This design comes from an exercise in tuning for small area, a short achievable clock period and few clock cycles per item on the open sky130 flow, not from production work.
In this exercise RTL edits were held to simulation tests only and were not proved equivalent to the original.

**config.mk**
```make
export PLATFORM = sky130hd
export DESIGN_NAME = idct_stage1_top
export DESIGN_NICKNAME = idct_stage1_top
export VERILOG_FILES = /design/flow/design.v
export SDC_FILE = /design/flow/constraint.sdc
export NUM_CORES = 4
export LEC_CHECK = 0
export CAP_MARGIN = 20
export CORE_MARGIN = 2
export CORE_UTILIZATION = 40
export CTS_CLUSTER_DIAMETER = 150
export CTS_CLUSTER_SIZE = 30
export SLEW_MARGIN = 20
```
**constraint.sdc**
```tcl
create_clock -name core_clock -period 12.0 [get_ports {CLOCK}]
set_input_delay 2.4000 -clock core_clock [delete_from_list [all_inputs] [get_ports {CLOCK}]]
set_output_delay 2.4000 -clock core_clock [all_outputs]
set_load 0.01 [all_outputs]
```
**design.v**
```verilog
package dct_pkg;
    typedef logic signed [15:0] coef_t;
    typedef logic signed [15:0] sample_t;
    typedef logic signed [31:0] acc_t;
    localparam int PROD_SHIFT = 8;   
    function automatic coef_t dct_coef(input logic [2:0] k, input logic [2:0] j);
        case ({k, j})
            6'o00: dct_coef = 16'sd1448;
            6'o01: dct_coef = 16'sd2008;
            6'o02: dct_coef = 16'sd1892;
            6'o03: dct_coef = 16'sd1702;
            6'o04: dct_coef = 16'sd1448;
            6'o05: dct_coef = 16'sd1137;
            6'o06: dct_coef = 16'sd783;
            6'o07: dct_coef = 16'sd399;
            6'o10: dct_coef = 16'sd1448;
            6'o11: dct_coef = 16'sd1702;
            6'o12: dct_coef = 16'sd783;
            6'o13: dct_coef = -16'sd399;
            6'o14: dct_coef = -16'sd1448;
            6'o15: dct_coef = -16'sd2008;
            6'o16: dct_coef = -16'sd1892;
            6'o17: dct_coef = -16'sd1137;
            6'o20: dct_coef = 16'sd1448;
            6'o21: dct_coef = 16'sd1137;
            6'o22: dct_coef = -16'sd783;
            6'o23: dct_coef = -16'sd2008;
            6'o24: dct_coef = -16'sd1448;
            6'o25: dct_coef = 16'sd399;
            6'o26: dct_coef = 16'sd1892;
            6'o27: dct_coef = 16'sd1702;
            6'o30: dct_coef = 16'sd1448;
            6'o31: dct_coef = 16'sd399;
            6'o32: dct_coef = -16'sd1892;
            6'o33: dct_coef = -16'sd1137;
            6'o34: dct_coef = 16'sd1448;
            6'o35: dct_coef = 16'sd1702;
            6'o36: dct_coef = -16'sd783;
            6'o37: dct_coef = -16'sd2008;
            6'o40: dct_coef = 16'sd1448;
            6'o41: dct_coef = -16'sd399;
            6'o42: dct_coef = -16'sd1892;
            6'o43: dct_coef = 16'sd1137;
            6'o44: dct_coef = 16'sd1448;
            6'o45: dct_coef = -16'sd1702;
            6'o46: dct_coef = -16'sd783;
            6'o47: dct_coef = 16'sd2008;
            6'o50: dct_coef = 16'sd1448;
            6'o51: dct_coef = -16'sd1137;
            6'o52: dct_coef = -16'sd783;
            6'o53: dct_coef = 16'sd2008;
            6'o54: dct_coef = -16'sd1448;
            6'o55: dct_coef = -16'sd399;
            6'o56: dct_coef = 16'sd1892;
            6'o57: dct_coef = -16'sd1702;
            6'o60: dct_coef = 16'sd1448;
            6'o61: dct_coef = -16'sd1702;
            6'o62: dct_coef = 16'sd783;
            6'o63: dct_coef = 16'sd399;
            6'o64: dct_coef = -16'sd1448;
            6'o65: dct_coef = 16'sd2008;
            6'o66: dct_coef = -16'sd1892;
            6'o67: dct_coef = 16'sd1137;
            6'o70: dct_coef = 16'sd1448;
            6'o71: dct_coef = -16'sd2008;
            6'o72: dct_coef = 16'sd1892;
            6'o73: dct_coef = -16'sd1702;
            6'o74: dct_coef = 16'sd1448;
            6'o75: dct_coef = -16'sd1137;
            6'o76: dct_coef = 16'sd783;
            6'o77: dct_coef = -16'sd399;
            default: dct_coef = '0;
        endcase
    endfunction
    typedef enum logic [1:0] {
        XF_IDLE,
        XF_WAIT_BANK,    
        XF_MAC,
        XF_EMIT
    } xform_state_e;
    typedef enum logic [1:0] {
        FE_IDLE,
        FE_WAIT_BANK,    
        FE_READ,
        FE_DRAIN         
    } fetch_state_e;
endpackage
package sram_map_pkg;
    typedef logic [17:0] sram_addr_t;
    typedef logic [15:0] sram_data_t;
    localparam int BLOCK_DIM = 8;
    localparam int BLOCK_SIZE = 64;
    localparam int SRAM_READ_LATENCY = 2;    
    typedef logic [6:0] buf_addr_t;   
    function automatic sram_addr_t pixel_addr(input logic [31:0] width,
                                              input sram_addr_t prow,
                                              input sram_addr_t pcol);
        sram_addr_t addr;
        addr = pcol;
        for (int b = 0; b < 18; b++) begin
            if (width[b])
                addr = addr + (prow << b);
        end
        pixel_addr = addr;
    endfunction
endpackage
`timescale 1ns/1ps
module idct_stage1_top #(
    parameter int BLOCK_COLS = 40,
    parameter int BLOCK_ROWS = 30,
    parameter int RESULT_BASE = 76800
) (
    input  logic       CLOCK,
    input  logic       Resetn,
    input  logic       start,
    input  logic [15:0] sram_read_data,
    output logic [17:0] sram_address,
    output logic [15:0] sram_write_data,
    output logic       sram_we_n,
    output logic       busy,
    output logic       done
);
    localparam int NSEG = BLOCK_COLS * BLOCK_ROWS * 8;    
    localparam int RSEG_W = 14;
    localparam int WSEG_W = 15;
    localparam int WSEG0 = RESULT_BASE / 8 - 1;           
    logic [3:0] fc;                  
    logic [RSEG_W-1:0] rseg;         
    logic [WSEG_W-1:0] wseg;         
    logic wr_on;                     
    logic [3:0] fc_n;
    logic [2:0] kord;
    assign fc_n = fc + 4'd1;
    always_comb begin
        case (fc_n[2:0])
            3'd0: kord = 3'd0;
            3'd1: kord = 3'd1;
            3'd2: kord = 3'd3;
            3'd3: kord = 3'd2;
            3'd4: kord = 3'd7;
            3'd5: kord = 3'd6;
            3'd6: kord = 3'd4;
            default: kord = 3'd5;
        endcase
    end
    logic we;                        
    assign sram_we_n = !we;
    always_ff @(posedge CLOCK or negedge Resetn) begin
        if (!Resetn) begin
            busy <= 1'b0;
            done <= 1'b0;
            we <= 1'b0;
        end else begin
            done <= 1'b0;
            we <= 1'b0;
            if (!busy) begin
                if (start)
                    busy <= 1'b1;
            end else begin
                we <= fc_n[3] && wr_on;
                if (fc == 4'd14 && rseg == RSEG_W'(NSEG + 1)) begin
                    busy <= 1'b0;
                    done <= 1'b1;
                end
            end
        end
    end
    always_ff @(posedge CLOCK) begin
        if (!busy) begin
            fc <= 4'd0;
            rseg <= '0;
            wseg <= WSEG_W'(WSEG0);
            wr_on <= 1'b0;
            sram_address <= '0;
        end else begin
            fc <= fc_n;
            if (fc == 4'd7)
                rseg <= rseg + 1'b1;
            if (fc == 4'd15) begin
                wseg <= wseg + 1'b1;
                wr_on <= 1'b1;
            end
            if (fc_n[3])
                sram_address <= {wseg, fc_n[2:0]};
            else
                sram_address <= {1'b0, rseg, kord};
        end
    end
    logic signed [15:0] s_in, s_d1;
    logic s_vld;
    assign s_vld = (fc >= 4'd2) && (fc <= 4'd9);
    always_ff @(posedge CLOCK) begin
        s_in <= s_vld ? sram_read_data : 16'd0;
        s_d1 <= s_in;
    end
    logic signed [15:0] q1;
    logic signed [17:0] q3;
    logic signed [18:0] q5;
    logic signed [19:0] q15;
    logic qz5, qz6, qz7, qz8;    
    always_ff @(posedge CLOCK) begin
        q1  <= s_d1;
        q3  <= (18'(s_d1) <<< 1) + 18'(s_d1);
        q5  <= (19'(s_d1) <<< 2) + 19'(s_d1);
        q15 <= (20'(s_d1) <<< 4) - 20'(s_d1);
        qz5 <= (s_d1[4:0] == 5'd0);
        qz6 <= (s_d1[5:0] == 6'd0);
        qz7 <= (s_d1[6:0] == 7'd0);
        qz8 <= (s_d1[7:0] == 8'd0);
    end
    logic signed [24:0] p399;
    logic signed [25:0] p783, p851;
    logic signed [26:0] p1137;
    logic signed [23:0] p251, p181;
    logic signed [24:0] p473;
    assign p399  = (25'(q3) <<< 7) + 25'(q15);
    assign p783  = (26'(q3) <<< 8) + 26'(q15);
    assign p1137 = (27'(q1) <<< 10) + (27'(q1) <<< 7) - 27'(q15);
    assign p251  = (24'(q1) <<< 8) - 24'(q5);
    assign p473  = (25'(q15) <<< 5) - (25'(q1) <<< 3) + 25'(q1);
    assign p181  = (24'(q15) <<< 4) - (24'(q15) <<< 2) + 24'(q1);
    assign p851  = (26'(q3) <<< 8) + (26'(q5) <<< 4) + 26'(q3);
    logic signed [18:0] f1448, f2008, f1892, f1702, f1137;
    logic signed [17:0] f783;
    logic signed [16:0] f399;
    logic z5, z6, z7, z8;
    always_ff @(posedge CLOCK) begin
        f1448 <= 19'(p181 >>> 5);
        f2008 <= 19'(p251 >>> 5);
        f1892 <= 19'(p473 >>> 6);
        f1702 <= 19'(p851 >>> 7);
        f1137 <= 19'(p1137 >>> 8);
        f783  <= 18'(p783 >>> 8);
        f399  <= 17'(p399 >>> 8);
        z5 <= qz5;
        z6 <= qz6;
        z7 <= qz7;
        z8 <= qz8;
    end
    logic ld;                    
    logic [7:0] neg_n, pos_n;    
    logic [7:0] neg, pos;
    always_comb begin
        case (fc)
            4'd6:  neg_n = 8'b01101011;
            4'd7:  neg_n = 8'b00111010;
            4'd8:  neg_n = 8'b01011000;
            4'd9:  neg_n = 8'b00001111;
            4'd10: neg_n = 8'b01100100;
            4'd11: neg_n = 8'b00110101;
            4'd12: neg_n = 8'b01010111;
            default: neg_n = 8'b00000000;
        endcase
        pos_n = (fc == 4'd5) ? 8'b00000000 : ~neg_n;
    end
    always_ff @(posedge CLOCK) begin
        neg <= neg_n;
        pos <= pos_n;
        ld <= (fc == 4'd5);
    end
    logic signed [21:0] rz, ry, re, rf, ra, rb, rc, rd;
    function automatic logic signed [21:0] acc_step(input logic signed [21:0] prev,
                                                    input logic p,
                                                    input logic n,
                                                    input logic signed [18:0] f,
                                                    input logic z);
        logic [22:0] t;
        t = {(prev & {22{p | n}}), 1'b1} + {(22'(f) ^ {22{n}}), n & z};
        acc_step = t[22:1];
    endfunction
    always_ff @(posedge CLOCK) begin
        rz <= acc_step(rz, pos[7], neg[7], f1448, z5);
        ry <= acc_step(ry, pos[6], neg[6], f1448, z5);
        re <= acc_step(rf, pos[5], neg[5], f1892, z6);
        rf <= acc_step(re, pos[4], neg[4], 19'(f783), z8);
        ra <= acc_step(rc, pos[3], neg[3], f2008, z5);
        rb <= acc_step(ra, pos[2], neg[2], f1702, z7);
        rc <= acc_step(rd, pos[1], neg[1], f1137, z8);
        rd <= acc_step(rb, pos[0], neg[0], 19'(f399), z8);
    end
    logic [16:0] ch [8];
    function automatic logic [16:0] pack(input logic signed [21:0] v);
        pack = {v[21], (v[21:15] != {7{v[21]}}), v[14:0]};
    endfunction
    always_ff @(posedge CLOCK) begin
        if (ld) begin
            ch[0] <= pack(rz);
            ch[1] <= pack(rc);
            ch[2] <= pack(rf);
            ch[3] <= pack(ra);
            ch[4] <= pack(ry);
            ch[5] <= pack(rd);
            ch[6] <= pack(re);
            ch[7] <= pack(rb);
        end else begin
            for (int e = 0; e < 7; e++)
                ch[e] <= ch[e+1];
            ch[7] <= ch[7];
        end
        sram_write_data <= {ch[0][16], ch[0][15] ? {15{!ch[0][16]}} : ch[0][14:0]};
    end
endmodule
```
**flow/run.sh**
```bash
#!/bin/bash
set -euo pipefail
export BUFFER_PORTS_ARGS="-buffer_cell sky130_fd_sc_hd__buf_4"
export SETUP_SLACK_MARGIN=8.3
bash standard.sh > standard.log 2>&1
```
**standard.sh**
```bash
#!/bin/bash
# synth_recipe.tcl (not shown) runs the flow's synth.tcl, then flattens the netlist and writes it again
# the make line also repeats each setting of config.mk as NAME=value (left out here)
make -C /OpenROAD-flow-scripts/flow DESIGN_CONFIG=/design/flow/config.mk WORK_HOME=/design/flow/orfs CLKGATE_MAP_FILE= SYNTH_SCRIPT=/design/flow/synth_recipe.tcl "${@:-finish}"
```
==> flow_summary.toml, run 1 <==
[outcome]
outcome = "finished clean"

[floorplanning]
die_h_um = 303.1
dieArea_um2 = 91860
rows = 109
start_util_pct = 40.42
die-width_um = 303.1
io_pins = 56
fp.coreArea_um2 = 88510

[setup_path]
ff2ff_path_depth = 14
r2r_start = "neg[2]"
end_kind = "output pin"
worst_path_max_delay_cell = "dfrtp_1"
rrSetupSlack_ns = 8.46
worst-path-buf-inv = 1
critical_path.startpoint = "busy"
crit_chain = "buf_4"
critical-path-top-delay-family = "flip-flops"
slowest_delay_ns = 0.39
required_ns = 9.60
cp.arrival_ns = 1.14
path_class = "flip-flop to output pin"
worst_setup_path_start_kind = "flip-flop"
reg2reg_to = "rb[21]"
cp_max_fo = 2

[detailed_routing]
drt-total-wl_um = 94350
via_per_inst = 5.215
drt-initial-drc-count = 1711
drc_errors = 0
ant_nets = 0
wl_per_cell_um = 18.97
vias = 25940
first_pass_iters = 5

[logic_synthesis]
avgSynthCellArea_um2 = 9.473
yosysUniqueCellTypes = 86
synth_area_um2 = 35780
yosysWarnings = 2
yosys.area.top_type = "dfxtp_1"
ys_seq_area_share_pct = 36.05
syn-instance-count = 3777
synth-main-ff-cell = "dfxtp_1"
yosysTopAreaCellShare_pct = 34.41
ys_top_cells_by_area = "dfxtp_1 (34%), ha_1 (13%), xnor2_1 (5.5%), xor2_1 (5.2%), fa_1 (4.1%)"
async_reset_ff_share_pct = 0.4724
synth_fp_nets = 4239
synth-seq-cells = 635
yosysMostFrequentCell = "dfxtp_1"
synth_edf_count = 17
ys_top_cells_by_count = "dfxtp_1 (615), ha_1 (370), inv_1 (260), nor2_1 (228), a21oi_1 (224)"

[timing]
slew_headroom_pct = 43.69
worstMarginPinSlew_ns = 0.8447
setup_tns_ns = 0
finalMaxSlewViolations = 0
clock_skew_ns = 0.03673
fmax_ghz = 0.2825
hold_slack_ns = 0.3260
fin_crit_sh_pct = 29.50
period_needed_ns = 3.540
hold_viol_final = 0
rsz0062_at_grt = "true"
setup_violations = 0

[job]
max_cap_violations = 0

[clocking]
htreeDepth = 1
cts_tree = "done"
clk_latency_ns = 0.63
cts_buffers = 25
cts.clk_slew.worst_paths_ns = 0.12
ctsHoldBuffers = 0
clkSinkCount = 635
clk_path_buf_depth = 3
clock-root-buffer = "clkbuf_16"

[global_routing]
gr-usage-all-layers_pct = 20.15
antenna_found_initial = 9
grt_max_degree = 58
overflow = 0
grt_first_pass_wirelength_um = 141800
grt_pass1_vias = 24280

[place]
dp.cells = 4930
place_congestion = 0.9132
hpwl_um = 77740
placed_cell_area_um2 = 37480
portBuffers = 55

[final_layout]
fin_cells = 4974
post_route_cells_drive_above_1_share_pct = 7.904
layout-area-overhead-vs-synth_pct = 7.277
stdcell_area_um2 = 38380
nNetsFinal = 4261

[min_path]
hold-path-cell-count = 0
hp-class = "flip-flop to flip-flop"
min_from = "s_in[6]"
hold_end = "s_d1[6]"
## metal layers
layer	track usage, %	up-vias	share of wire (%)
met4	5.606	0	3.0
met1	28.53	12260	47
met3	1.890	101	4.5
met5	0	-	0
li1	-	13070	-
met2	32.68	512	45
## worst register-to-register path, cell delays in order (launching register included)
cell and delay, ns:
dfxtp_1 0.33, buf_6 0.18, nor2_4 0.13, buf_6 0.16, nor2b_1 0.10, fa_1 0.48
a21oi_2 0.21, o211ai_2 0.11, a21oi_2 0.21, a211oi_1 0.14, or4_1 0.45, a31o_2 0.25
a2111oi_4 0.37, or3_4 0.20, o211ai_1 0.09
## cell families (layout without fill, tap and decap cells)
kind of cell,count (synthesis),in the layout,share of synthesized area (%)
buffers and inverters,349,380,3.668
AOI/OAI and AO/OA,798,798,14.63
and+or+nand+nor,1001,1001,14.35
xor gates and xnor gates,437,437,10.70
adders and majority gates,443,443,17.02
muxes,114,114,3.581
other,0,1,0
DFF,635,635,36.05
## per-stage QoR
stage	util (%)	worst slack [ns]
after global placement	42.35	8.239
after floorplan	-	8.408
after global routing	43.36	8.207
after detailed placement	42.35	8.191
after CTS	43.17	8.314
final	43.37	8.460
## worst max path at each step
stage                endpoint  depth (start not counted)  slack, ns
finish                   busy                          1       8.46
global route        f1448[17]                         14       8.21
CTS                    rb[21]                         14       8.31
detailed placement  f1702[18]                         13       8.19
global placement    f1702[18]                         13       8.24
floorplan              rc[21]                         14       8.41
## placed cells by master (no fill, tap or decap), types with 12 or more instances in the layout
cell type	n
nor2b_1	189
o21a_1	53
xor2_1	214
fa_1	72
and3_1	33
nor2_1	226
nand3_1	52
and2_1	79
a21oi_1	218
a21o_1	86
buf_4	73
o21bai_1	38
a211oi_1	34
nor4_1	20
o31ai_1	15
o21ai_1	13
o211ai_1	16
or3_1	23
o21ai_0	156
inv_1	259
mux2_2	112
nand4_1	44
nand2b_1	31
nand2_1	186
nor3_1	80
edfxtp_1	17
dfxtp_1	609
a21boi_0	28
a31o_2	12
ha_1	370
a31oi_1	23
xnor2_1	222
clkbuf_16	25
## registers in the layout, indices dropped and copies added (netlist names), 20 cells and up
signal and flops:
ch 136, ra 22, rb 22, rc 22, rd 22, re 22, rf 22, ry 22
rz 22, q15 20
## layout make-up
| type | count | area (um2) |
|---|---|---|
| clock buffers | 33 | 665.6 |
| well taps | 1165 | 1458 |
| inverters | 261 | 983.4 |
| fillers | 8604 | 50130 |
| multi-input cells | 2793 | 21680 |
| diodes | 1 | 2.502 |
| repair buffers | 83 | 651.9 |
| clock inverters | 3 | 33.78 |
| flip-flops and latches | 635 | 12910 |
## what timing repair did
item / 4_1_cts / 5_1_grt
gates resized for setup: 4 / 33
setup endpoints to repair: 6 / 37
buffers inserted: 1 / 4
gates cloned: 1 / 1
pin swaps: 2 / 8
Testbench counts, summed over its fixed seeds: cycles 614,468, pictures 4.
==> run 2, diff against run 1 <==
--- a/design.v
+++ b/design.v
@@ -121,16 +121,20 @@
     output logic       done
 );
     localparam int NSEG = BLOCK_COLS * BLOCK_ROWS * 8;    
-    localparam int RSEG_W = 14;
-    localparam int WSEG_W = 15;
-    localparam int WSEG0 = RESULT_BASE / 8 - 1;           
+    localparam int SEG_W = 14;
+    localparam int WOFS = RESULT_BASE / 8 - 1;            
     logic [3:0] fc;                  
-    logic [RSEG_W-1:0] rseg;         
-    logic [WSEG_W-1:0] wseg;         
+    logic [SEG_W-1:0] seg;           
     logic wr_on;                     
     logic [3:0] fc_n;
+    logic [SEG_W-1:0] seg_n;
+    logic [14:0] wseg;
     logic [2:0] kord;
+    logic we;                        
     assign fc_n = fc + 4'd1;
+    assign seg_n = (fc == 4'd15) ? seg + 1'b1 : seg;
+    assign wseg = 15'(seg) + 15'(WOFS);
+    assign sram_we_n = !we;
     always_comb begin
         case (fc_n[2:0])
             3'd0: kord = 3'd0;
@@ -143,8 +147,6 @@
             default: kord = 3'd5;
         endcase
     end
-    logic we;                        
-    assign sram_we_n = !we;
     always_ff @(posedge CLOCK or negedge Resetn) begin
         if (!Resetn) begin
             busy <= 1'b0;
@@ -158,7 +160,7 @@
                     busy <= 1'b1;
             end else begin
                 we <= fc_n[3] && wr_on;
-                if (fc == 4'd14 && rseg == RSEG_W'(NSEG + 1)) begin
+                if (fc == 4'd14 && seg == SEG_W'(NSEG)) begin
                     busy <= 1'b0;
                     done <= 1'b1;
                 end
@@ -168,22 +170,18 @@
     always_ff @(posedge CLOCK) begin
         if (!busy) begin
             fc <= 4'd0;
-            rseg <= '0;
-            wseg <= WSEG_W'(WSEG0);
+            seg <= '0;
             wr_on <= 1'b0;
             sram_address <= '0;
         end else begin
             fc <= fc_n;
-            if (fc == 4'd7)
-                rseg <= rseg + 1'b1;
-            if (fc == 4'd15) begin
-                wseg <= wseg + 1'b1;
+            seg <= seg_n;
+            if (fc == 4'd15)
                 wr_on <= 1'b1;
-            end
             if (fc_n[3])
                 sram_address <= {wseg, fc_n[2:0]};
             else
-                sram_address <= {1'b0, rseg, kord};
+                sram_address <= {1'b0, seg_n, kord};
         end
     end
     logic signed [15:0] s_in, s_d1;
@@ -197,16 +195,11 @@
     logic signed [17:0] q3;
     logic signed [18:0] q5;
     logic signed [19:0] q15;
-    logic qz5, qz6, qz7, qz8;    
     always_ff @(posedge CLOCK) begin
         q1  <= s_d1;
         q3  <= (18'(s_d1) <<< 1) + 18'(s_d1);
         q5  <= (19'(s_d1) <<< 2) + 19'(s_d1);
         q15 <= (20'(s_d1) <<< 4) - 20'(s_d1);
-        qz5 <= (s_d1[4:0] == 5'd0);
-        qz6 <= (s_d1[5:0] == 6'd0);
-        qz7 <= (s_d1[6:0] == 7'd0);
-        qz8 <= (s_d1[7:0] == 8'd0);
     end
     logic signed [24:0] p399;
     logic signed [25:0] p783, p851;
@@ -223,7 +216,7 @@
     logic signed [18:0] f1448, f2008, f1892, f1702, f1137;
     logic signed [17:0] f783;
     logic signed [16:0] f399;
-    logic z5, z6, z7, z8;
+    logic z5, z6, z7, z8;        
     always_ff @(posedge CLOCK) begin
         f1448 <= 19'(p181 >>> 5);
         f2008 <= 19'(p251 >>> 5);
@@ -232,10 +225,10 @@
         f1137 <= 19'(p1137 >>> 8);
         f783  <= 18'(p783 >>> 8);
         f399  <= 17'(p399 >>> 8);
-        z5 <= qz5;
-        z6 <= qz6;
-        z7 <= qz7;
-        z8 <= qz8;
+        z5 <= (q1[4:0] == 5'd0);
+        z6 <= (q1[5:0] == 6'd0);
+        z7 <= (q1[6:0] == 7'd0);
+        z8 <= (q1[7:0] == 8'd0);
     end
     logic ld;                    
     logic [7:0] neg_n, pos_n;    
==> run.sh (new file) <==
#!/bin/bash
# synth_recipe.tcl (not shown) runs the flow's synth.tcl, then flattens the netlist and writes it again
# the make line also repeats each setting of config.mk as NAME=value (left out here)
make -C /OpenROAD-flow-scripts/flow DESIGN_CONFIG=/design/flow/config.mk WORK_HOME=/design/flow/orfs CLKGATE_MAP_FILE= SYNTH_SCRIPT=/design/flow/synth_recipe.tcl finish
--- a/config.mk
+++ b/config.mk
@@ -8,6 +8,6 @@
 export CAP_MARGIN = 20
 export CORE_MARGIN = 2
 export CORE_UTILIZATION = 40
-export CTS_CLUSTER_DIAMETER = 150
-export CTS_CLUSTER_SIZE = 30
+export CTS_CLUSTER_DIAMETER = 120
+export CTS_CLUSTER_SIZE = 24
 export SLEW_MARGIN = 20
removed: flow/run.sh
removed: standard.sh
==> run 2 against run 1 <==
Against the previous run: synthesized area down 2.7%; die area down 2.7%; highest routed layer unchanged; register-to-register slack worse by 0.64 ns; design area down 2.3%; non-clock buffer count down 5; largest cell class unchanged; via count down 3.8%.
==> flow_summary.toml, run 2 <==
[outcome]
outcome = "finished clean"

[timing]
setup_tns_ns = 0
fin_crit_sh_pct = 34.84
period_needed_ns = 4.181
rsz0062_at_grt = "false"
finalMaxSlewViolations = 0
setup_violations = 0
hold_slack_ns = 0.3334
slew_headroom_pct = 29.32
setup_ws_ns = 7.819
worstMarginPinSlew_ns = 1.053
clock_skew_ns = 0.02083
hold_viol_final = 0
fmax_ghz = 0.2392

[clocking]
cts_setup_buffers = 0
cts_buffers = 29
cts_tree = "done"
clk_latency_ns = 0.65
clkSinkCount = 616
htreeDepth = 1
clk_path_buf_depth = 3
cts.clk_slew.worst_paths_ns = 0.10
ctsResizeCount = 0
clock-root-buffer = "clkbuf_16"
ctsHoldBuffers = 0

[floorplanning]
rows = 108
start_util_pct = 40.26
dieArea_um2 = 89420
fp.coreArea_um2 = 86480
io_pins = 56
die_h_um = 299.0
die-width_um = 299.0

[setup_path]
worst_setup_path_start_kind = "flip-flop"
path_class = "flip-flop to flip-flop"
required_ns = 12.58
reg2reg_to = "f1892[18]"
r2r_start = "q1[15]"
cp_max_fo = 13
cp.arrival_ns = 4.76
end_kind = "flip-flop"
ff2ff_path_depth = 12
rrSetupSlack_ns = 7.82

[logic_synthesis]
synth-main-ff-cell = "dfxtp_1"
yosysUniqueCellTypes = 80
avgSynthCellArea_um2 = 9.562
yosysTopAreaCellShare_pct = 34.27
synth_area_um2 = 34820
async_reset_ff_share_pct = 0.4870
ys_seq_area_share_pct = 35.95
ys_top_cells_by_area = "dfxtp_1 (34%), ha_1 (13%), xnor2_1 (6.0%), xor2_1 (5.7%), fa_1 (4.2%)"
synth_edf_count = 17
yosysWarnings = 2
yosysMostFrequentCell = "dfxtp_1"
syn-instance-count = 3641
yosys.area.top_type = "dfxtp_1"
synth_fp_nets = 4098
synth-seq-cells = 616
ys_top_cells_by_count = "dfxtp_1 (596), ha_1 (365), inv_1 (251), xnor2_1 (237), a21oi_1 (235)"

[global_routing]
gr-usage-all-layers_pct = 19.20
grt_max_degree = 62
grt_first_pass_wirelength_um = 134100
grt_pass1_vias = 23850
overflow = 0
antenna_found_initial = 9

[final_layout]
fillerInstances = 8438
final_common_cell = "dfxtp_1"
final_cell_mix = "dfxtp_1 (595), ha_1 (365), inv_1 (251)"
regMostFlops = "ch"
post_route_cells_drive_above_1_share_pct = 5.568
nNetsFinal = 4129
layout-area-overhead-vs-synth_pct = 7.741
stdcell_area_um2 = 37510
largest_register_ffs = 136

[detailed_routing]
drc_errors = 0
wl_per_cell_um = 18.10
drt-initial-drc-count = 1363
drt-total-wl_um = 87610
ant_nets = 0
vias = 24950
via_per_inst = 5.155
first_pass_iters = 5

[min_path]
hp-class = "flip-flop to flip-flop"
hold_end = "s_d1[15]"
min_from = "s_in[15]"
hold-path-cell-count = 0

[place]
place_congestion = 0.9179
portBuffers = 55
placed_cell_area_um2 = 36690
hpwl_um = 71510
dp_slack_ns = 7.776

[job]
max_cap_violations = 0
## run 2: worst max-delay path, stage by stage (launching register included)
cell	delay (ns)
dfxtp_1	0.80
inv_1	0.39
buf_4	0.33
fa_1	0.52
inv_1	0.04
ha_1	0.35
a21oi_1	0.14
o21ai_0	0.13
o311ai_0	0.66
a21oi_1	0.15
a211o_1	0.30
a21oi_1	0.17
xnor2_1	0.13
## run 2: area by class of cell
type / count / area, um2 / share of cell area, %
sequential: 616 / 12520 / 33.38
tap: 1155 / 1445 / 3.853
inverter: 251 / 942.2 / 2.512
antenna: 3 / 7.507 / 0.02001
clock buffer: 38 / 759.5 / 2.025
clock inverter: 3 / 55.05 / 0.1468
timing repair buffer: 78 / 723.2 / 1.928
multi-input combinational: 2696 / 21060 / 56.14
## run 2: cell families (layout without fill, tap and decap cells)
family                   after synthesis  in the layout  synth area share, %
AO/OA/AOI/OAI                        758            758                14.01
multiplexers                         114            114                3.680
AND/OR/NAND/NOR                      923            923                13.83
other                                  0              3                    0
buffers and inverters                329            370                3.565
adder cells (fa/ha/maj)              438            438                17.31
flip-flops                           616            616                35.95
XOR/XNOR                             463            463                11.65
## run 2: metal layers
metal	up-vias	GRT usage (%)	part of all wire, %
met2	470	30.79	44
met3	104	1.290	3.9
met5	-	0	0
li1	12600	-	-
met1	11780	28.18	49
met4	0	4.464	2.3
## run 2: how the worst max path moves through the flow
stage / from / end / cells after the start
2_1_floorplan: q1[15] / f1892[18] / 11
3_3_place_gp: q1[15] / f1892[18] / 12
3_5_place_dp: q1[15] / f1892[18] / 12
4_1_cts: q1[15] / f1892[18] / 12
5_1_grt: q1[15] / f1892[18] / 12
6_report: q1[15] / f1892[18] / 12
## run 2: metrics by stage
step                instances  util, %
floorplan                3641        -
detailed placement       4796    42.42
CTS                      4837    43.37
global placement         4796    42.42
finish                   4840    43.37
global route             4837    43.37
Testbench counts of run 2, summed over its fixed seeds: cycles 614,468, pictures 4.
==> run 3, diff against run 2 <==
==> flow/run.sh (new file) <==
#!/bin/bash
set -euo pipefail
export BUFFER_PORTS_ARGS="-buffer_cell sky130_fd_sc_hd__buf_4"
export SETUP_SLACK_MARGIN=8.45
bash standard.sh > standard.log 2>&1
==> standard.sh (new file) <==
#!/bin/bash
# synth_recipe.tcl (not shown) runs the flow's synth.tcl, then flattens the netlist and writes it again
# the make line also repeats each setting of config.mk as NAME=value (left out here)
make -C /OpenROAD-flow-scripts/flow DESIGN_CONFIG=/design/flow/config.mk WORK_HOME=/design/flow/orfs CLKGATE_MAP_FILE= SYNTH_SCRIPT=/design/flow/synth_recipe.tcl "${@:-finish}"
removed: run.sh
==> run 3 against run 2 <==
Against the previous run: setup slack gained 0.61 ns; first-iteration DRC count up 1.5%; non-clock buffer count rose by 37; final cell count increased by 0.87%; synthesized area is the same; synthesized cell count stayed put; clock-buffer cell count up 2; flip-flop and latch count stayed put; highest routed layer unchanged.
==> flow_summary.toml, run 3 <==
[setup_path]
end_kind = "output pin"
slowest_delay_ns = 0.41
ff2ff_path_depth = 13
rrSetupSlack_ns = 8.53
worst_setup_path_start_kind = "flip-flop"
critical-path-top-delay-family = "flip-flops"
worst-path-buf-inv = 1
cp.arrival_ns = 1.17
required_ns = 9.60
path_class = "flip-flop to output pin"
worst_path_max_delay_cell = "dfrtp_1"
cp_max_fo = 2
crit_chain = "buf_6"
cp.depth = 1

[timing]
fin_crit_sh_pct = 29.76
finalMaxSlewViolations = 0
clock_skew_ns = 0.03735
worstMarginPinSlew_ns = 0.9286
slew_headroom_pct = 37.65
setup_tns_ns = 0
fmax_ghz = 0.2801
rsz0062_at_grt = "true"
setup_violations = 0
period_needed_ns = 3.571
hold_viol_final = 0

[floorplanning]
fp.coreArea_um2 = 86480
die-width_um = 299.0
start_util_pct = 40.26
dieArea_um2 = 89420
rows = 108
die_h_um = 299.0
io_pins = 56

[clocking]
clk_path_buf_depth = 3
cts.clk_slew.worst_paths_ns = 0.10
clock-root-buffer = "clkbuf_16"
clk_latency_ns = 0.66
htreeDepth = 1
clkSinkCount = 616
cts_tree = "done"
cts_buffers = 30

[detailed_routing]
drt-initial-drc-count = 1383
drc_errors = 0
ant_nets = 0
first_pass_iters = 5
via_per_inst = 5.152
wl_per_cell_um = 18.53
drt-total-wl_um = 90450
vias = 25150

[global_routing]
gr-usage-all-layers_pct = 19.48
grt_max_degree = 72
grt_first_pass_wirelength_um = 135900
antenna_found_initial = 10
grt_pass1_vias = 24070
overflow = 0

[final_layout]
final_cell_mix = "dfxtp_1 (576), ha_1 (365), inv_1 (242)"
regMostFlops = "ch"
fillerInstances = 8382
stdcell_area_um2 = 38210
final_common_cell = "dfxtp_1"
largest_register_ffs = 136
layout-area-overhead-vs-synth_pct = 9.739
post_route_cells_drive_above_1_share_pct = 10.26
nNetsFinal = 4168
fin_cells = 4882

[logic_synthesis]
yosys.area.top_type = "dfxtp_1"
yosysWarnings = 2
synth-main-ff-cell = "dfxtp_1"
yosysTopAreaCellShare_pct = 34.27
syn-instance-count = 3641
synth-seq-cells = 616
synth_edf_count = 17
synth_fp_nets = 4098
ys_top_cells_by_count = "dfxtp_1 (596), ha_1 (365), inv_1 (251), xnor2_1 (237), a21oi_1 (235)"
synth_area_um2 = 34820
async_reset_ff_share_pct = 0.4870
ys_seq_area_share_pct = 35.95
yosysMostFrequentCell = "dfxtp_1"
avgSynthCellArea_um2 = 9.562
ys_top_cells_by_area = "dfxtp_1 (34%), ha_1 (13%), xnor2_1 (6.0%), xor2_1 (5.7%), fa_1 (4.2%)"
yosysUniqueCellTypes = 80

[job]
max_cap_violations = 0

[place]
hpwl_um = 72310
dp.cells = 4795
place_congestion = 0.9037
placed_cell_area_um2 = 36550
portBuffers = 55

[outcome]
outcome = "finished clean"

[min_path]
hold-path-cell-count = 0
hp-class = "flip-flop to flip-flop"
[run 3: cell counts after synthesis]
Identical to the previous run, type by type.
[run 3: logic make-up after synthesis]
logic type | count (synthesis) | synth area share (%)
simple gates | 923 | 13.83
flops | 616 | 35.95
xor+xnor | 463 | 11.65
fa+ha+maj | 438 | 17.31
buf+inv | 329 | 3.565
compound gates | 758 | 14.01
mux | 114 | 3.680
[run 3: area by class of cell]
cell class	instances	area, um2	share of cell area (%)
timing repair buffer	115	979.7	2.564
timing repair inverter	1	5.005	0.01310
inverter	251	960.9	2.515
sequential	616	12560	32.87
clock inverter	5	70.07	0.1834
antenna	3	7.507	0.01965
tap	1155	1445	3.782
multi-input combinational	2696	21390	55.99
clock buffer	40	788.3	2.063
[run 3: layer usage]
metal	track usage, %	share of wire, %	vias to the layer above
met3	1.399	3.9	114
met1	28.17	49	11900
met4	4.893	2.7	0
li1	-	-	12680
met2	31.54	45	460
met5	0	0	-
[run 3: repair_timing]
action	4_1_cts	5_1_grt
cloned	3	6
hold endpoints to repair	0	0
gates resized for setup	58	71
setup buffers	10	20
hold buffers	0	0
setup endpoints to repair	62	60
pin swaps	11	23
[run 3: through the flow]
step / utilization, % / setup WS, ns / hold WS, ns
after floorplan: - / 8.520 / 0.3096
after global placement: 42.26 / 7.832 / 0.3104
after detailed placement: 42.26 / 7.816 / 0.3121
after CTS: 43.65 / 8.399 / 0.3346
after global routing: 44.17 / 8.353 / 0.3382
final: 44.18 / 8.429 / 0.3336
[run 3: final timing paths]
check / startpoint / to
max: busy / busy
min: s_in[9] / s_d1[9]
max reg2reg: q1[7] / f1448[17]
min reg2reg: s_in[9] / s_d1[9]
max in group asynchronous: Resetn / we
min in group asynchronous: Resetn / done
==> run 4, diff against run 3 <==
--- a/config.mk
+++ b/config.mk
@@ -5,9 +5,9 @@
 export SDC_FILE = /design/flow/constraint.sdc
 export NUM_CORES = 4
 export LEC_CHECK = 0
-export CAP_MARGIN = 20
+export CAP_MARGIN = 0
 export CORE_MARGIN = 2
 export CORE_UTILIZATION = 40
 export CTS_CLUSTER_DIAMETER = 120
 export CTS_CLUSTER_SIZE = 24
-export SLEW_MARGIN = 20
+export SLEW_MARGIN = 0
==> run 4 against run 3 <==
Against the previous run: hold slack unchanged; routed wire length unchanged; clock skew unchanged; fmax unchanged; synthesized area unchanged; setup slack unchanged; sequential share of layout area unchanged; core utilization unchanged; design area unchanged; clock-buffer cell count unchanged; critical endpoint unchanged.
==> flow_summary.toml, run 4 <==
[detailed_routing]
ant_nets = 0
via_per_inst = 5.152
drt-total-wl_um = 90450
drt-initial-drc-count = 1383
first_pass_iters = 5
drc_errors = 0
vias = 25150
wl_per_cell_um = 18.53

[logic_synthesis]
synth-seq-cells = 616
yosys.area.top_type = "dfxtp_1"
synth_area_um2 = 34820
synth-main-ff-cell = "dfxtp_1"
yosysUniqueCellTypes = 80
yosysWarnings = 2
ys_top_cells_by_area = "dfxtp_1 (34%), ha_1 (13%), xnor2_1 (6.0%), xor2_1 (5.7%), fa_1 (4.2%)"
ys_seq_area_share_pct = 35.95
yosysTopAreaCellShare_pct = 34.27
async_reset_ff_share_pct = 0.4870
ys_top_cells_by_count = "dfxtp_1 (596), ha_1 (365), inv_1 (251), xnor2_1 (237), a21oi_1 (235)"
avgSynthCellArea_um2 = 9.562
yosysMostFrequentCell = "dfxtp_1"
syn-instance-count = 3641
synth_fp_nets = 4098
synth_edf_count = 17

[timing]
worstMarginPinSlew_ns = 0.9286
fin_crit_sh_pct = 29.76
rsz0062_at_grt = "true"
clock_skew_ns = 0.03735
period_needed_ns = 3.571
slew_headroom_pct = 37.65
setup_violations = 0
finalMaxSlewViolations = 0
setup_tns_ns = 0
fmax_ghz = 0.2801
hold_viol_final = 0

[final_layout]
largest_register_ffs = 136
final_cell_mix = "dfxtp_1 (576), ha_1 (365), inv_1 (242)"
layout-area-overhead-vs-synth_pct = 9.739
stdcell_area_um2 = 38210
nNetsFinal = 4168
regMostFlops = "ch"
fillerInstances = 8382
final_common_cell = "dfxtp_1"
post_route_cells_drive_above_1_share_pct = 10.26

[clocking]
clk_latency_ns = 0.66
cts_buffers = 30
clk_path_buf_depth = 3
cts.clk_slew.worst_paths_ns = 0.10
cts_tree = "done"
clkSinkCount = 616
htreeDepth = 1
clock-root-buffer = "clkbuf_16"

[floorplanning]
die_h_um = 299.0
start_util_pct = 40.26
dieArea_um2 = 89420
die-width_um = 299.0
fp.coreArea_um2 = 86480
io_pins = 56
rows = 108

[setup_path]
end_kind = "output pin"
worst_path_max_delay_cell = "dfrtp_1"
r2r_start = "q1[7]"
worst-path-buf-inv = 1
crit_chain = "buf_6"
critical-path-top-delay-family = "flip-flops"
worst_setup_path_start_kind = "flip-flop"
cp_max_fo = 2
required_ns = 9.60
ff2ff_path_depth = 13
path_class = "flip-flop to output pin"
cp.arrival_ns = 1.17
critical_path.startpoint = "busy"
rrSetupSlack_ns = 8.53
slowest_delay_ns = 0.41
reg2reg_to = "f1448[17]"

[min_path]
min_from = "s_in[9]"
hold_end = "s_d1[9]"
hp-class = "flip-flop to flip-flop"
hold-path-cell-count = 0

[global_routing]
grt_first_pass_wirelength_um = 135900
overflow = 0
grt_pass1_vias = 24070
grt_max_degree = 72
gr-usage-all-layers_pct = 19.48
antenna_found_initial = 10

[place]
hpwl_um = 72310
placed_cell_area_um2 = 36550
place_congestion = 0.9037
portBuffers = 55

[job]
max_cap_violations = 0

[outcome]
outcome = "finished clean"
==> run 4: cell counts in the layout (fill, tap and decap cells not counted) <==
Identical to the previous run, type by type.
==> run 4: cells by family (layout without fill, tap and decap cells) <==
group,after synthesis,count (layout),synth area share (%)
buf+inv,329,412,3.565
compound gates,758,758,14.01
simple gates,923,923,13.83
flops,616,616,35.95
fa+ha+maj,438,438,17.31
xor+xnor,463,463,11.65
other cells,0,3,0
mux,114,114,3.680
==> run 4: worst max path at each step <==
stage                      endpoint  depth (start not counted)
after CTS                 sram_we_n                          2
final                          busy                          1
after global placement    f1892[18]                         11
after detailed placement  f1892[18]                         11
after floorplan              rb[19]                         14
after global routing      f1448[17]                         13
==> run 4: metrics by stage <==
stage	utilization [%]	std cells	worst slack [ns]	hold slack, ns
6_report	44.18	4882	8.429	0.3336
5_1_grt	44.17	4879	8.353	0.3382
4_1_cts	43.65	4853	8.399	0.3346
3_5_place_dp	42.26	4795	7.816	0.3121
3_3_place_gp	42.26	4795	7.832	0.3104
2_1_floorplan	-	3641	8.520	0.3096
==> run 4: repair_timing <==
item | CTS | global route
pin swaps | 11 | 23
buffers inserted | 10 | 20
endpoints found under the setup margin | 62 | 60
gates resized for setup | 58 | 71
gates cloned | 3 | 6
endpoints found under the hold margin | 0 | 0
hold buffers | 0 | 0
==> run 4: cell type report <==
type | instances | area (um2) | area share (%)
inverter | 251 | 960.9 | 2.515
sequential | 616 | 12560 | 32.87
clock buffer | 40 | 788.3 | 2.063
timing repair buffer | 115 | 979.7 | 2.564
antenna | 3 | 7.507 | 0.01965
multi-input combinational | 2696 | 21390 | 55.99
timing repair inverter | 1 | 5.005 | 0.01310
clock inverter | 5 | 70.07 | 0.1834
tap | 1155 | 1445 | 3.782
==> run 4: metal layers <==
layer	share of wire [%]	wire [um]	global-route usage, %
met4	2.7	2479	4.893
met1	49	43990	28.17
met5	0	0	0
met3	3.9	3517	1.399
met2	45	40460	31.54
==> run 5, diff against run 4 <==
--- a/config.mk
+++ b/config.mk
@@ -5,9 +5,10 @@
 export SDC_FILE = /design/flow/constraint.sdc
 export NUM_CORES = 4
 export LEC_CHECK = 0
-export CAP_MARGIN = 0
+export CAP_MARGIN = 20
 export CORE_MARGIN = 2
-export CORE_UTILIZATION = 40
+export CORE_UTILIZATION = 55
 export CTS_CLUSTER_DIAMETER = 120
 export CTS_CLUSTER_SIZE = 24
-export SLEW_MARGIN = 0
+export PLACE_DENSITY = 0.7
+export SLEW_MARGIN = 20
==> run 5 against run 4 <==
Against the previous run: register-to-register slack barely moved; largest cell class unchanged; still clean on timing, DRC and antenna; sequential share of layout area is 0.47 points higher; critical endpoint is now sram_we_n; die area down 27%; flip-flop and latch count did not move; via count increased by 0.78%; clock-buffer cell count decreased by 3; clock skew is 0.0042 ns lower; routed wire length decreased by 3.1%; global-route usage rose by 6.3 points; synthesized cell count did not move; setup slack better by 0.0022 ns; fmax hardly changed; highest routed layer unchanged.
==> flow_summary.toml, run 5 <==
[outcome]
outcome = "finished clean"

[logic_synthesis]
ys_top_cells_by_area = "dfxtp_1 (34%), ha_1 (13%), xnor2_1 (6.0%), xor2_1 (5.7%), fa_1 (4.2%)"
async_reset_ff_share_pct = 0.4870
ys_top_cells_by_count = "dfxtp_1 (596), ha_1 (365), inv_1 (251), xnor2_1 (237), a21oi_1 (235)"
synth-main-ff-cell = "dfxtp_1"
synth-seq-cells = 616
yosysMostFrequentCell = "dfxtp_1"
yosysUniqueCellTypes = 80
syn-instance-count = 3641
yosysWarnings = 2
synth_edf_count = 17
yosys.area.top_type = "dfxtp_1"
yosysTopAreaCellShare_pct = 34.27
ys_seq_area_share_pct = 35.95
synth_fp_nets = 4098
synth_area_um2 = 34820
avgSynthCellArea_um2 = 9.562

[setup_path]
cp.arrival_ns = 1.17
rrSetupSlack_ns = 8.52
r2r_start = "neg[5]"
critical_path.startpoint = "we"
cp_max_fo = 1
worst_setup_path_start_kind = "flip-flop"
required_ns = 9.60
end_kind = "output pin"
path_class = "flip-flop to output pin"

[job]
max_cap_violations = 0

[detailed_routing]
drt-initial-drc-count = 1598
first_pass_iters = 5
ant_nets = 0
via_per_inst = 5.558
wl_per_cell_um = 19.21
drc_errors = 0
vias = 25350
drt-total-wl_um = 87620

[timing]
hold_viol_final = 0
fin_crit_sh_pct = 29.74
setup_tns_ns = 0
worstMarginPinSlew_ns = 0.9804
setup_violations = 0
slew_headroom_pct = 34.17
setup_ws_ns = 8.432
fmax_ghz = 0.2802
finalMaxSlewViolations = 0
period_needed_ns = 3.568
rsz0062_at_grt = "true"
clock_skew_ns = 0.03314

[global_routing]
gr-usage-all-layers_pct = 25.74
grt_first_pass_wirelength_um = 132600
overflow = 0
grt_max_degree = 59
antenna_found_initial = 1
grt_pass1_vias = 23910

[floorplanning]
rows = 92
die-width_um = 255.6
io_pins = 56
start_util_pct = 55.39
fp.coreArea_um2 = 62850
die_h_um = 255.6
dieArea_um2 = 65330

[final_layout]
stdcell_area_um2 = 37680
nNetsFinal = 4161
layout-area-overhead-vs-synth_pct = 8.233
regMostFlops = "ch"
final_core_util_pct = 59.96
post_route_cells_drive_above_1_share_pct = 10.08
final_common_cell = "dfxtp_1"
final_cell_mix = "dfxtp_1 (575), ha_1 (365), inv_1 (241)"
largest_register_ffs = 136

[clocking]
cts_tree = "done"
clk_path_buf_depth = 3
clock-root-buffer = "clkbuf_16"
clk_latency_ns = 0.66
cts_buffers = 29
clkSinkCount = 616
htreeDepth = 1
cts.clk_slew.worst_paths_ns = 0.09

[min_path]
min_from = "s_in[13]"
hp-class = "flip-flop to flip-flop"

[place]
hpwl_um = 69260
placed_cell_area_um2 = 36150
place_congestion = 0.9409
dp_slack_ns = 7.834
portBuffers = 55
## run 5: timing repair
item / 4_1_cts / 5_1_grt
hold buffers: 0 / 0
endpoints found under the setup margin: 64 / 62
gates resized for setup: 53 / 75
pin swaps: 5 / 20
buffers inserted: 6 / 20
gates cloned: 2 / 6
## run 5: final timing paths
path | endpoint | cells after the start
worst max-delay path | sram_we_n | 2
worst max register to register | re[21] | 13
worst min-delay path | s_d1[13] | 0
max in group asynchronous | busy | 1
worst min register to register | s_d1[13] | 0
min in group asynchronous | we | 1
## run 5: cell type report
cell class	count	area, um2
diodes	3	7.507
multi-input cells	2696	21380
repair buffers	109	917.1
well taps	846	1059
fillers	5615	25170
clock buffers	37	765.7
flip-flops and latches	616	12560
clock inverters	2	28.78
repair inverters	1	5.005
inverters	251	960.9
## run 5: per-layer routing
| layer | vias up | routed length [um] | track usage, % | part of all wire, % |
|---|---|---|---|---|
| li1 | 12680 | - | - | - |
| met1 | 11980 | 40350 | 36.24 | 46 |
| met3 | 108 | 4300 | 2.357 | 4.9 |
| met2 | 584 | 40570 | 42.69 | 46 |
| met5 | - | 0 | 0 | 0 |
| met4 | 0 | 2395 | 6.287 | 2.7 |
## run 5: logic make-up after synthesis
logic type,after synthesis,share of synthesized area (%)
AND/OR/NAND/NOR,923,13.83
AO/OA/AOI/OAI,758,14.01
XOR/XNOR,463,11.65
flip-flops,616,35.95
multiplexers,114,3.680
adder cells (fa/ha/maj),438,17.31
buffers and inverters,329,3.565
## run 5: stage by stage
stage / hold slack (ns) / instances
CTS: 0.3352 / 4532
finish: 0.3321 / 4561
detailed placement: 0.3132 / 4485
global route: 0.3396 / 4558
global placement: 0.3113 / 4485
floorplan: 0.3096 / 3641
## run 5: worst max-delay path: stages (launching register included)
cell and delay, ns:
dfrtp_1 0.38, inv_2 0.05, buf_6 0.09
==> run 6, diff against run 5 <==
==> flow/run.sh (replaced) <==
#!/bin/bash
set -euo pipefail
export BUFFER_PORTS_ARGS="-buffer_cell sky130_fd_sc_hd__buf_4"
export SETUP_SLACK_MARGIN=8.3
bash standard.sh > standard.log 2>&1
--- a/config.mk
+++ b/config.mk
@@ -7,8 +7,7 @@
 export LEC_CHECK = 0
 export CAP_MARGIN = 20
 export CORE_MARGIN = 2
-export CORE_UTILIZATION = 55
+export CORE_UTILIZATION = 40
 export CTS_CLUSTER_DIAMETER = 120
 export CTS_CLUSTER_SIZE = 24
-export PLACE_DENSITY = 0.7
 export SLEW_MARGIN = 20
==> run 6 against run 5 <==
Against the previous run: core utilization decreased by 16 points; critical endpoint is now rf[21]; still clean; non-clock buffer count shrank 19; synthesized cell count stayed put; via count is 0.92% lower; largest cell class unchanged; clock-buffer cell count unchanged; first-iteration DRC count is 17% lower; final cell count rose by 6.4%.
==> flow_summary.toml, run 6 <==
[detailed_routing]
wl_per_cell_um = 18.55
vias = 25120
drt-total-wl_um = 90010
drc_errors = 0
first_pass_iters = 5
via_per_inst = 5.176
drt-initial-drc-count = 1324
ant_nets = 0

[global_routing]
grt_max_degree = 73
antenna_found_initial = 9
grt_first_pass_wirelength_um = 136200
gr-usage-all-layers_pct = 19.52
grt_pass1_vias = 23970
overflow = 0

[logic_synthesis]
ys_seq_area_share_pct = 35.95
yosys.area.top_type = "dfxtp_1"
synth_edf_count = 17
ys_top_cells_by_count = "dfxtp_1 (596), ha_1 (365), inv_1 (251), xnor2_1 (237), a21oi_1 (235)"
avgSynthCellArea_um2 = 9.562
synth-main-ff-cell = "dfxtp_1"
synth-seq-cells = 616
yosysWarnings = 2
syn-instance-count = 3641
yosysTopAreaCellShare_pct = 34.27
synth_fp_nets = 4098
async_reset_ff_share_pct = 0.4870
synth_area_um2 = 34820
yosysMostFrequentCell = "dfxtp_1"
yosysUniqueCellTypes = 80
ys_top_cells_by_area = "dfxtp_1 (34%), ha_1 (13%), xnor2_1 (6.0%), xor2_1 (5.7%), fa_1 (4.2%)"

[timing]
setup_ws_ns = 8.417
hold_slack_ns = 0.3352
fin_crit_sh_pct = 29.86
setup_violations = 0
hold_viol_final = 0
finalMaxSlewViolations = 0
rsz0062_at_grt = "true"
period_needed_ns = 3.583
clock_skew_ns = 0.01205
fmax_ghz = 0.2791
worstMarginPinSlew_ns = 1.005
slew_headroom_pct = 33.00
setup_tns_ns = 0

[setup_path]
cp_max_fo = 22
rrSetupSlack_ns = 8.42
cp.arrival_ns = 4.12
path_class = "flip-flop to flip-flop"
required_ns = 12.53
end_kind = "flip-flop"
worst_setup_path_start_kind = "flip-flop"

[final_layout]
fin_cells = 4853
stdcell_area_um2 = 37840
regMostFlops = "ch"
final_common_cell = "dfxtp_1"
largest_register_ffs = 136
layout-area-overhead-vs-synth_pct = 8.686
final_cell_mix = "dfxtp_1 (587), ha_1 (365), inv_1 (249)"
nNetsFinal = 4142
final_core_util_pct = 43.75
fillerInstances = 8427
post_route_cells_drive_above_1_share_pct = 8.739

[floorplanning]
fp.coreArea_um2 = 86480
die-width_um = 299.0
start_util_pct = 40.26
rows = 108
io_pins = 56
dieArea_um2 = 89420
die_h_um = 299.0

[outcome]
outcome = "finished clean"

[place]
placed_cell_area_um2 = 36540
dp_slack_ns = 8.055
dp.cells = 4795
hpwl_um = 72550
portBuffers = 55
place_congestion = 0.9133

[clocking]
htreeDepth = 1
clk_path_buf_depth = 3
cts_buffers = 30
cts_tree = "done"
clk_latency_ns = 0.64
clkSinkCount = 616
cts.clk_slew.worst_paths_ns = 0.10
clock-root-buffer = "clkbuf_16"

[min_path]
hp-class = "flip-flop to flip-flop"

[job]
max_cap_violations = 0
[run 6: cell count changes in the layout (fill, tap and decap cells not counted), moves of 3 or more]
cell     previous run  this run
buf_8               4         1
dfxtp_4             7         3
inv_2               5         0
dfxtp_1           575       587
buf_6              11         7
dfxtp_2            14         6
a21oi_2            16        11
inv_1             241       249
buf_4              84        77
a21oi_1           221       226
[run 6: worst max-delay path, cell delays in order, from the launching register on]
cell and delay (ns):
dfxtp_1 0.31, buf_4 0.24, nor2_4 0.16, buf_6 0.19
nor2b_1 0.10, fa_1 0.46, a21o_1 0.18, a21oi_1 0.24
nor2b_1 0.11, o31a_1 0.30, o211a_1 0.33, o311a_1 0.40
a31oi_1 0.22, o21bai_1 0.10, xor2_1 0.14
[run 6: metal layers]
layer | GRT usage [%] | wire length (um) | vias up
met5 | 0 | 13 | -
met4 | 4.679 | 2147 | 2
met3 | 1.921 | 4100 | 107
met2 | 31.30 | 40150 | 485
met1 | 28.22 | 43600 | 11910
li1 | - | - | 12610
[run 6: area by class of cell]
cell class / count / area [um2] / share of cell area, %
Multi-Input combinational cell: 2696 / 21330 / 56.37
Clock inverter: 6 / 78.83 / 0.2083
Inverter: 251 / 949.7 / 2.510
Clock buffer: 37 / 798.3 / 2.110
Timing Repair Buffer: 90 / 696.9 / 1.842
Sequential cell: 616 / 12540 / 33.13
Antenna cell: 2 / 5.005 / 0.01323
Tap cell: 1155 / 1445 / 3.819
[run 6: final timing paths]
check                             start  endpoint  depth (start not counted)
min in group asynchronous        Resetn      done                          1
worst min-delay path            s_in[7]   s_d1[7]                          0
worst min register to register  s_in[7]   s_d1[7]                          0
worst max-delay path             neg[4]    rf[21]                         14
max in group asynchronous        Resetn        we                          1
worst max register to register   neg[4]    rf[21]                         14
[run 6: what timing repair did]
item                       4_1_cts  5_1_grt
cloned                           0        5
pin swaps                        0        7
buffers inserted                 0        8
setup endpoints to repair       27       52
gates resized for setup         21       53
hold buffers                     0        0
[run 6: logic make-up (layout without fill, tap and decap cells)]
| logic type | count (synthesis) | after routing | share of synthesized area (%) |
|---|---|---|---|
| buf+inv | 329 | 384 | 3.565 |
| compound gates | 758 | 758 | 14.01 |
| mux | 114 | 114 | 3.680 |
| flops | 616 | 616 | 35.95 |
| simple gates | 923 | 923 | 13.83 |
| other cells | 0 | 2 | 0 |
| fa+ha+maj | 438 | 438 | 17.31 |
| xor+xnor | 463 | 463 | 11.65 |
==> run 7, diff against run 6 <==
--- a/design.v
+++ b/design.v
@@ -133,7 +133,7 @@
     logic we;                        
     assign fc_n = fc + 4'd1;
     assign seg_n = (fc == 4'd15) ? seg + 1'b1 : seg;
-    assign wseg = 15'(seg) + 15'(WOFS);
+    assign wseg = 15'(seg) + 15'(WOFS) + 15'(fc == 4'd14);
     assign sram_we_n = !we;
     always_comb begin
         case (fc_n[2:0])
@@ -159,8 +159,8 @@
                 if (start)
                     busy <= 1'b1;
             end else begin
-                we <= fc_n[3] && wr_on;
-                if (fc == 4'd14 && seg == SEG_W'(NSEG)) begin
+                we <= fc_n[3] && ((fc == 4'd14) ? (seg != SEG_W'(NSEG)) : wr_on);
+                if (fc == 4'd13 && seg == SEG_W'(NSEG)) begin
                     busy <= 1'b0;
                     done <= 1'b1;
                 end
@@ -271,10 +271,12 @@
         rc <= acc_step(rd, pos[1], neg[1], f1137, z8);
         rd <= acc_step(rb, pos[0], neg[0], 19'(f399), z8);
     end
-    logic [16:0] ch [8];
+    logic [16:0] ch [7];
+    logic [16:0] wsrc;
     function automatic logic [16:0] pack(input logic signed [21:0] v);
         pack = {v[21], (v[21:15] != {7{v[21]}}), v[14:0]};
     endfunction
+    assign wsrc = (fc == 4'd14) ? pack(rb) : ch[0];
     always_ff @(posedge CLOCK) begin
         if (ld) begin
             ch[0] <= pack(rz);
@@ -284,12 +286,11 @@
             ch[4] <= pack(ry);
             ch[5] <= pack(rd);
             ch[6] <= pack(re);
-            ch[7] <= pack(rb);
         end else begin
-            for (int e = 0; e < 7; e++)
+            for (int e = 0; e < 6; e++)
                 ch[e] <= ch[e+1];
-            ch[7] <= ch[7];
-        end
-        sram_write_data <= {ch[0][16], ch[0][15] ? {15{!ch[0][16]}} : ch[0][14:0]};
+            ch[6] <= ch[6];
+        end
+        sram_write_data <= {wsrc[16], wsrc[15] ? {15{!wsrc[16]}} : wsrc[14:0]};
     end
 endmodule
==> flow/run.sh (replaced) <==
#!/bin/bash
set -euo pipefail
export BUFFER_PORTS_ARGS="-buffer_cell sky130_fd_sc_hd__buf_4"
export SETUP_SLACK_MARGIN=8.45
bash standard.sh > standard.log 2>&1
--- a/config.mk
+++ b/config.mk
@@ -7,7 +7,8 @@
 export LEC_CHECK = 0
 export CAP_MARGIN = 20
 export CORE_MARGIN = 2
-export CORE_UTILIZATION = 40
+export CORE_UTILIZATION = 55
 export CTS_CLUSTER_DIAMETER = 120
 export CTS_CLUSTER_SIZE = 24
+export PLACE_DENSITY = 0.7
 export SLEW_MARGIN = 20
==> run 7 against run 6 <==
Against the previous run: routed wire length rose by 4.3%; critical path depth is 13 lower.
==> flow_summary.toml, run 7 <==
[place]
place_congestion = 0.9546
portBuffers = 55
dp_slack_ns = 7.793
placed_cell_area_um2 = 35840
dp.cells = 4449
hpwl_um = 74700

[setup_path]
path_class = "flip-flop to output pin"
critical_path.startpoint = "busy"
worst_path_max_delay_cell = "dfrtp_4"
rrSetupSlack_ns = 8.53
worst_setup_path_start_kind = "flip-flop"
critical-path-top-delay-family = "flip-flops"
r2r_start = "q1[13]"
crit_chain = "buf_6"
critPathCapture = "busy"
cp_max_fo = 2
slowest_delay_ns = 0.49
required_ns = 9.60
end_kind = "output pin"
cp.depth = 1
reg2reg_to = "f1448[11]"
worst-path-buf-inv = 1
ff2ff_path_depth = 11
cp.arrival_ns = 1.24

[global_routing]
grt_first_pass_wirelength_um = 139600
grt_util_met3_pct = 2.164
overflow = 0
gr-usage-met1_pct = 41.53
grtUsageMet2_pct = 44.46
grt-busiest-layer = "met2"
grt_pass1_vias = 23560
gr-usage-all-layers_pct = 28.60
antenna_found_initial = 7
grt_max_degree = 73

[logic_synthesis]
synth_fp_nets = 4076
synth_edf_count = 17
ys_seq_area_share_pct = 35.29
ys_top_cells_by_count = "dfxtp_1 (579), ha_1 (370), inv_1 (251), a21oi_1 (247), xnor2_1 (237)"
yosysWarnings = 2
synth-main-ff-cell = "dfxtp_1"
async_reset_ff_share_pct = 0.5008
synth_area_um2 = 34510
avgSynthCellArea_um2 = 9.548
synth-seq-cells = 599
syn-instance-count = 3614
yosysTopAreaCellShare_pct = 33.59
yosysUniqueCellTypes = 81
ys_top_cells_by_area = "dfxtp_1 (34%), ha_1 (13%), xnor2_1 (6.0%), xor2_1 (5.4%), fa_1 (4.2%)"
yosys.area.top_type = "dfxtp_1"
yosysMostFrequentCell = "dfxtp_1"

[timing]
slew_headroom_pct = 29.76
hold_slack_ns = 0.3194
hold_viol_final = 0
setup_tns_ns = 0
setup_ws_ns = 8.363
worstMarginPinSlew_ns = 1.051
clock_skew_ns = 0.02594
finalMaxSlewViolations = 0
period_needed_ns = 3.637
setup_violations = 0
rsz0062_at_grt = "true"
fmax_ghz = 0.2750
fin_crit_sh_pct = 30.31

[final_layout]
largest_register_ffs = 119
post_route_cells_drive_above_1_share_pct = 9.591
final_common_cell = "dfxtp_1"
nNetsFinal = 4146
fillerInstances = 5362
final_cell_mix = "dfxtp_1 (561), ha_1 (370), inv_1 (246)"
final_core_util_pct = 60.45
stdcell_area_um2 = 37370
layout-area-overhead-vs-synth_pct = 8.296
diodes = 0
fin_cells = 4528
regMostFlops = "ch"

[clocking]
ctsHoldBuffers = 0
clkSinkCount = 599
clk_latency_ns = 0.63
cts_tree = "done"
clk_path_buf_depth = 3
cts.clk_slew.worst_paths_ns = 0.10
htreeDepth = 1
cts_buffers = 28
clock-root-buffer = "clkbuf_16"

[detailed_routing]
wl_per_cell_um = 20.73
drt-initial-drc-count = 1941
vias = 25670
ant_nets = 0
drt-total-wl_um = 93870
drc_errors = 0
via_per_inst = 5.670
first_pass_iters = 5

[floorplanning]
fp.coreArea_um2 = 61830
rows = 91
dieArea_um2 = 64760
die_h_um = 254.5
die-width_um = 254.5
io_pins = 56
start_util_pct = 55.82

[job]
max_cap_violations = 0

[outcome]
outcome = "finished clean"

[min_path]
hp-class = "flip-flop to flip-flop"
[run 7: cell types whose count changed after synthesis, sizes merged, moves of 14 or more]
cell | previous run | this run
o21ai | 161 | 136
o21a | 34 | 56
dfxtp | 596 | 579
mux2i | 2 | 19
nor2 | 209 | 193
mux2 | 112 | 97
xor2 | 226 | 211
nor2b | 205 | 191
[run 7: layout make-up]
cell class,count,area [um2],share of cell area (%)
clock buffer,36,730.7,1.955
timing repair inverter,1,7.507,0.02009
sequential,599,12230,32.71
clock inverter,1,16.27,0.04352
tap,837,1047,2.802
inverter,253,960.9,2.571
multi-input combinational,2684,21410,57.29
timing repair buffer,117,974.7,2.608
[run 7: how the worst min path moves through the flow]
stage               startpoint  endpoint  slack (ns)  cells past startpoint
floorplan              s_in[0]   s_d1[0]        0.31                      0
global placement       s_in[5]   s_d1[5]        0.31                      0
detailed placement    s_in[12]  s_d1[12]        0.31                      0
CTS                    s_in[2]   s_d1[2]        0.33                      0
global route           s_in[9]   s_d1[9]        0.34                      0
finish                 s_in[2]   s_d1[2]        0.32                      0
[run 7: cells by family (layout without fill, tap and decap cells)]
logic type,count (synthesis),count (layout),share of synthesized area (%)
AOI/OAI and AO/OA,800,800,15.17
xor gates and xnor gates,448,448,11.37
adders and majority gates,443,443,17.65
buffers and inverters,331,408,3.608
DFF,599,599,35.29
muxes,116,116,3.716
and+or+nand+nor,877,877,13.20
[run 7: timing repair]
item,CTS,global route
pin swaps,6,16
setup buffers,12,24
gates resized for setup,51,71
endpoints found under the setup margin,62,52
cloned,3,3
[run 7: per-layer routing]
| metal | share of wire (%) | vias to the layer above |
|---|---|---|
| met2 | 43 | 672 |
| met5 | 0 | - |
| met4 | 4.6 | 0 |
| met3 | 5.0 | 127 |
| met1 | 47 | 12250 |
| li1 | - | 12630 |
Testbench counts of run 7, summed over its fixed seeds: cycles 614,464, pictures 4.

[what the ideal ports hide]
In the flow no input, the clock included, has a driving cell. The finished layouts below were timed again as built, in two steps.
Step 1 assumes that a clkbuf_16 drives the clock port and a buf_2 every other input.
Step 2 moves the port delays by t, midway between the first and last clock arrival at a register: inputs arrive t later, outputs are due t later. That takes back most of the time a late clock gives input paths.
Slacks: no drivers / after step 1 / after step 2; pairs: no drivers / after step 1.
run	shift t [ns]	slack for setup (ns)	hold slack, ns	clock arrival spread, ns
run 1	0.677	8.460 / 8.393 / 8.461	0.326 / 0.326 / 0.326	0.039 / 0.038
run 2	0.700	7.819 / 7.819 / 7.819	0.333 / 0.333 / 0.333	0.022 / 0.021
run 3	0.711	8.429 / 8.363 / 8.526	0.334 / 0.334 / 0.334	0.042 / 0.042
run 4	0.711	8.429 / 8.363 / 8.526	0.334 / 0.334 / 0.334	0.042 / 0.042
run 5	0.708	8.432 / 8.370 / 8.517	0.332 / 0.332 / 0.332	0.036 / 0.035
run 6	0.697	8.417 / 8.378 / 8.417	0.335 / 0.335 / 0.335	0.012 / 0.012
run 7	0.686	8.363 / 8.298 / 8.528	0.319 / 0.319 / 0.319	0.027 / 0.027
After both steps every run listed still meets setup and hold.
